This is an optimization exercise on Yosys and OpenROAD, whose aim is small area, not a production implementation. Only simulation tests tie the RTL to the original design; equivalence was not proved.

==> run a: inputs <==
==> flow/design.v (excerpt) <==
module quick_spi (
    input  logic                         s_axi_aclk,
    input  logic                         s_axi_aresetn,
    input  quick_spi_pkg::axi_addr_t     awaddr,
    input  quick_spi_pkg::axi_len_t      awlen,
    input  logic [1:0]                   awburst,
    input  logic                         awvalid,
    output logic                         awready,
    input  quick_spi_pkg::axi_data_t     wdata,
    input  quick_spi_pkg::axi_strb_t     wstrb,
    input  logic                         wlast,
    input  logic                         wvalid,
    output logic                         wready,
    output logic [1:0]                   bresp,
    output logic                         bvalid,
    input  logic                         bready,
    input  quick_spi_pkg::axi_addr_t     araddr,
    input  quick_spi_pkg::axi_len_t      arlen,
    input  logic [1:0]                   arburst,
    input  logic                         arvalid,
    output logic                         arready,
    output quick_spi_pkg::axi_data_t     rdata,
    output logic [1:0]                   rresp,
    output logic                         rlast,
    output logic                         rvalid,
    input  logic                         rready,
    output logic                         mosi,
    input  logic                         miso,
  ...
export LEC_CHECK = 0
export CAP_MARGIN = 20
export CELL_PAD_IN_SITES_DETAIL_PLACEMENT = 1
export CELL_PAD_IN_SITES_GLOBAL_PLACEMENT = 1
export CORE_MARGIN = 2
export CORE_UTILIZATION = 40
export CTS_CLUSTER_DIAMETER = 70
export CTS_CLUSTER_SIZE = 18
export PLACE_DENSITY = 0.5
export SLEW_MARGIN = 20
export SYNTH_HIERARCHICAL = 1
create_clock -name core_clock -period 8.0 [get_ports {s_axi_aclk}]
standard.sh (not shown) runs the stock make flow with config.mk's settings and CLKGATE_MAP_FILE= SYNTH_SCRIPT=/design/flow/synth_recipe.tcl, a recipe that flattens the netlist after the stock synthesis.
==> flow/flow/run.sh <==
#!/bin/bash
# Layout flow: the standard flow with the standard synthesis unchanged.
# After synthesis it changes only which cells the layout steps may add:
# buf_1 cells as the port buffers, buf_1/buf_2 for repair buffers (the
# larger buffers and delay cells join the platform's don't-use list in
# dont_use.txt), and power recovery (downsizing of non-critical cells) after
# global routing. Each run's output goes to a log here; ORFS keeps its
# per-step logs under orfs/logs.
set -euo pipefail
bash standard.sh synth > synth.log 2>&1
export BUFFER_PORTS_ARGS="-buffer_cell sky130_fd_sc_hd__buf_1"
export RECOVER_POWER=100
DU="$(cat flow/dont_use.txt)"
bash standard.sh "DONT_USE_CELLS=$DU" finish > layout.log 2>&1
==> flow/flow/dont_use.txt <==
sky130_fd_sc_hd__buf_4 sky130_fd_sc_hd__buf_6 sky130_fd_sc_hd__buf_8 sky130_fd_sc_hd__buf_12 sky130_fd_sc_hd__buf_16 sky130_fd_sc_hd__bufbuf_8 sky130_fd_sc_hd__bufbuf_16 sky130_fd_sc_hd__dlygate4sd1_1 sky130_fd_sc_hd__dlygate4sd2_1 sky130_fd_sc_hd__dlygate4sd3_1 sky130_fd_sc_hd__clkdlybuf4s15_1 sky130_fd_sc_hd__clkdlybuf4s15_2 sky130_fd_sc_hd__clkdlybuf4s18_1 sky130_fd_sc_hd__clkdlybuf4s18_2 sky130_fd_sc_hd__clkdlybuf4s25_1 sky130_fd_sc_hd__clkdlybuf4s25_2 sky130_fd_sc_hd__clkdlybuf4s50_1 sky130_fd_sc_hd__clkdlybuf4s50_2 sky130_fd_sc_hd__dlymetal6s2s_1 sky130_fd_sc_hd__dlymetal6s4s_1 sky130_fd_sc_hd__dlymetal6s6s_1 sky130_fd_sc_hd__probe_p_8 sky130_fd_sc_hd__probec_p_8 sky130_fd_sc_hd__lpflow_bleeder_1 sky130_fd_sc_hd__lpflow_clkbufkapwr_1 sky130_fd_sc_hd__lpflow_clkbufkapwr_16 sky130_fd_sc_hd__lpflow_clkbufkapwr_2 sky130_fd_sc_hd__lpflow_clkbufkapwr_4 sky130_fd_sc_hd__lpflow_clkbufkapwr_8 sky130_fd_sc_hd__lpflow_clkinvkapwr_1 sky130_fd_sc_hd__lpflow_clkinvkapwr_16 sky130_fd_sc_hd__lpflow_clkinvkapwr_2 sky130_fd_sc_hd__lpflow_clkinvkapwr_4 sky130_fd_sc_hd__lpflow_clkinvkapwr_8 sky130_fd_sc_hd__lpflow_decapkapwr_12 sky130_fd_sc_hd__lpflow_decapkapwr_3 sky130_fd_sc_hd__lpflow_decapkapwr_4 sky130_fd_sc_hd__lpflow_decapkapwr_6 sky130_fd_sc_hd__lpflow_decapkapwr_8 sky130_fd_sc_hd__lpflow_inputiso0n_1 sky130_fd_sc_hd__lpflow_inputiso0p_1 sky130_fd_sc_hd__lpflow_inputiso1n_1 sky130_fd_sc_hd__lpflow_inputiso1p_1 sky130_fd_sc_hd__lpflow_inputisolatch_1 sky130_fd_sc_hd__lpflow_isobufsrc_1 sky130_fd_sc_hd__lpflow_isobufsrc_16 sky130_fd_sc_hd__lpflow_isobufsrc_2 sky130_fd_sc_hd__lpflow_isobufsrc_4 sky130_fd_sc_hd__lpflow_isobufsrc_8 sky130_fd_sc_hd__lpflow_isobufsrckapwr_16 sky130_fd_sc_hd__lpflow_lsbuf_lh_hl_isowell_tap_1 sky130_fd_sc_hd__lpflow_lsbuf_lh_hl_isowell_tap_2 sky130_fd_sc_hd__lpflow_lsbuf_lh_hl_isowell_tap_4 sky130_fd_sc_hd__lpflow_lsbuf_lh_isowell_4 sky130_fd_sc_hd__lpflow_lsbuf_lh_isowell_tap_1 sky130_fd_sc_hd__lpflow_lsbuf_lh_isowell_tap_2 sky130_fd_sc_hd__lpflow_lsbuf_lh_isowell_tap_4
==> inputs of run b, as changes to run a <==
==> flow/flow/run.sh (replaced) <==
#!/bin/bash
# Layout flow: the standard flow with the standard synthesis unchanged.
# After synthesis it changes only two things: the port buffers are buf_1
# cells, and the clock sinks are clustered in groups of at most CLUSTER
# flip-flops with no dummy loads. Each run's output goes to a log here;
# ORFS keeps its per-step logs under orfs/logs.
set -euo pipefail
CLUSTER=18
DIAMETER=70
bash standard.sh synth > synth.log 2>&1
export BUFFER_PORTS_ARGS="-buffer_cell sky130_fd_sc_hd__buf_1"
export CTS_ARGS="-sink_clustering_enable -repair_clock_nets -sink_clustering_size $CLUSTER -sink_clustering_max_diameter $DIAMETER -dont_use_dummy_load"
bash standard.sh > layout.log 2>&1
CTS_CLUSTER_DIAMETER = unset   (was 70)
CTS_CLUSTER_SIZE = unset   (was 18)
removed: flow/flow/dont_use.txt
==> comparison <==
Run a reached the layout checks and failed them: capacitance limit, slew limit. Run b went through all stages and came out clean. In run a the core utilization is lower than in run b, by 0.13 points. Of run a and run b, run b has the higher hold slack (gap 0.0017 ns). Of run a and run b, run b has the higher register-to-register slack (gap 1.4 ns). In synthesized area, run a and run b do not differ.

[what the ideal ports hide]
The flow's constraints put no driver on any port. The routed layouts listed below were extracted and timed again, unchanged, in two steps. Step 1: set_driving_cell puts a clkbuf_16 on s_axi_aclk and a buf_2 on each other input, an assumption about the parent block. Step 2 also shifts input and output timing later by t, the mid clock arrival at the registers, as if the neighbouring blocks saw the same clock. Slacks: ideal ports / drivers / drivers and shift; pairs: ideal ports / drivers.
run	t (ns)	setup WS [ns]	cell pins on the clock port's net
run a	0.702	0.483 / 0.483 / 0.483	1
run b	0.696	1.843 / 1.843 / 1.843	1
